What follows belongs to an exercise in optimizing a design on an open flow for small area, a short achievable clock period and few clock cycles per item; a production flow would make more cautious choices.
RTL that was checked went through simulation tests only; none was proved equivalent to the original.
Power and IR drop assume default switching activity.

## JK
## moving_average_oversampled
module moving_average_oversampled (
	input  logic                                clk,
	input  logic                                arst_n,
	input  logic                                sample_valid,
	output logic                                sample_stall,
	input  logic signed [mao_pkg::SampleW-1:0]  sample,
	output logic                                result_valid,
	input  logic                                result_stall,
	output logic signed [mao_pkg::SampleW-1:0]  filtered,
	output logic                                clipped,
	input  logic                                cfg_valid,
	output logic                                cfg_ready,
	input  logic                                cfg_index,
	input  logic [mao_pkg::CfgDataW-1:0]        cfg_data
);
	localparam int SW = mao_pkg::SumW;    
	localparam int CW = SW + 5;           
	localparam int NU = 16;               
	localparam logic [NU-1:0] CUT = 16'b0101_0101_0101_0101;
	logic [5:0] tap_count_q;
	logic [5:0] fac_q;       
	logic [5:0] held_q;
	logic [5:0] tcur;
	logic [5:0] tcur_n;
	logic [5:0] cfg_fac;
	logic       cfg_taps_we;
	assign cfg_ready   = 1'b1;
	assign cfg_taps_we = cfg_valid && !cfg_index;
	assign cfg_fac = (cfg_data == '0) ? 6'd1 :
  ...
For scale: roughly 5600 cells after synthesis, about 0.080 mm^2 of cells after synthesis.
Settings: LEC_CHECK=0, ABC_CLOCK_PERIOD_IN_PS=3500, CAP_MARGIN=20, CORE_MARGIN=2, CORE_UTILIZATION=60, SLEW_MARGIN=20; clock period 8.0 ns.
run.sh (not shown) runs the stock make flow with config.mk's settings and CLKGATE_MAP_FILE= SYNTH_SCRIPT=/design/flow/synth_recipe.tcl, a recipe that flattens the netlist after the stock synthesis.
Looking at the reports, JK completed the entire flow and the layout it produced met the timing, DRC and antenna checks.
Setup changes, JK to AL
- SETUP_SLACK_MARGIN newly set to 3.5
JK → AL: total wire length after detailed routing has decreased; via count of the first global-routing pass has increased; routed length on met2 has decreased. A launch point of the worst path of d_q[0] is what JK shows, while d3_q[6] belongs to AL.
No functional check of the RTL was part of any run of this note.

---

branch amber:
Another version of the RTL of moving_average_oversampled (not shown whole).
For scale: about 6,000 cells after synthesis.
// moving_average_oversampled
module moving_average_oversampled (
	input  logic                                clk,
	input  logic                                arst_n,
	input  logic                                sample_valid,
	output logic                                sample_stall,
	input  logic signed [mao_pkg::SampleW-1:0]  sample,
	output logic                                result_valid,
	input  logic                                result_stall,
	output logic signed [mao_pkg::SampleW-1:0]  filtered,
	output logic                                clipped,
	input  logic                                cfg_valid,
	output logic                                cfg_ready,
	input  logic                                cfg_index,
	input  logic [mao_pkg::CfgDataW-1:0]        cfg_data
);
clock: 8.0 ns
lec_check: 0
abc_clock_period_in_ps: 2500
cap_margin: 20
core_margin: 2
core_utilization: 60
setup_slack_margin: 5.0
slew_margin: 20
Testbench counts of branch amber, summed over its fixed seeds: cycles 2,332, items 1,920.
### branch amber -> branch raven
Settings: CORE_UTILIZATION changed from 60 to 55; SETUP_SLACK_MARGIN changed from 5.0 to 4.3.
### Flow results
- Final cell utilization of the core: branch raven < branch amber
- Internal power consumption ended up about 6.5% lower on branch raven than on branch amber.
- branch raven ends up with a via count that is 3.8% lower than in branch amber.
- Going from branch amber to branch raven, total chip power lower; clock buffer and inverter area fraction after layout higher; cell count lower.

---

Starting RTL as in the previous note.
// moving_average_oversampled
module moving_average_oversampled (
	input  logic                                clk,
	input  logic                                arst_n,
	input  logic                                sample_valid,
	output logic                                sample_stall,
	input  logic signed [mao_pkg::SampleW-1:0]  sample,
	output logic                                result_valid,
	input  logic                                result_stall,
	output logic signed [mao_pkg::SampleW-1:0]  filtered,
	output logic                                clipped,
	input  logic                                cfg_valid,
	output logic                                cfg_ready,
	input  logic                                cfg_index,
	input  logic [mao_pkg::CfgDataW-1:0]        cfg_data
);
clock: 8.0 ns
lec_check: 0
abc_clock_period_in_ps: 3500
cap_margin: 20
core_margin: 2
core_utilization: 60
setup_slack_margin: 4.5
slew_margin: 20
The first run completed without violations.
Testbench counts at the start, summed over its fixed seeds: cycles 2,332, items 1,920.
==> next run, changes <==
- ABC_CLOCK_PERIOD_IN_PS: 3500 -> 2500
=> Via count is unchanged; final cell count does not change; die area stays the same; worst setup slack is unchanged; clock skew is unchanged; flip-flop and latch count is unchanged; area after synthesis does not change; maximum frequency stays the same; hold slack does not change; final area stays the same.

## port drivers added, routing unchanged
The flow's constraints put no driver on any port. The routed layouts listed below were extracted and timed again, unchanged, in two steps. Step 1 (the two cells are an assumption about what drives the block):
set clk [get_ports {clk}]
set_driving_cell -lib_cell sky130_fd_sc_hd__clkbuf_16 $clk
set_driving_cell -lib_cell sky130_fd_sc_hd__buf_2 [delete_from_list [all_inputs] $clk]
Step 2 moves the port delays by t, midway between the first and last clock arrival at a register: inputs arrive t later, outputs are due t later. That takes back most of the time a late clock gives input paths. Slacks: ideal ports / drivers / drivers and shift; pairs: ideal ports / drivers.
run	t (ns)	setup WS [ns]	worst setup path after step 2	worst slew at a driven data input, ns	pins driven straight from the clock port
JK	0.888	2.530 / 2.530 / 2.530	register to register	0.07	1
AL	0.871	3.754 / 3.754 / 3.005	input to register	0.13	1
branch amber	0.907	4.064 / 4.064 / 3.483	input to register	0.17	1
branch raven	0.907	4.131 / 4.131 / 3.474	input to register	0.08	1
the first run of note 3	0.898	4.179 / 4.179 / 3.485	input to register	0.11	1
the second run of note 3	0.898	4.179 / 4.179 / 3.485	input to register	0.11	1
After both steps setup and hold are still met in every run listed. For AL, which loses most, drivers alone change the setup slack by 0.000 ns; drivers and shift together by -0.749 ns.
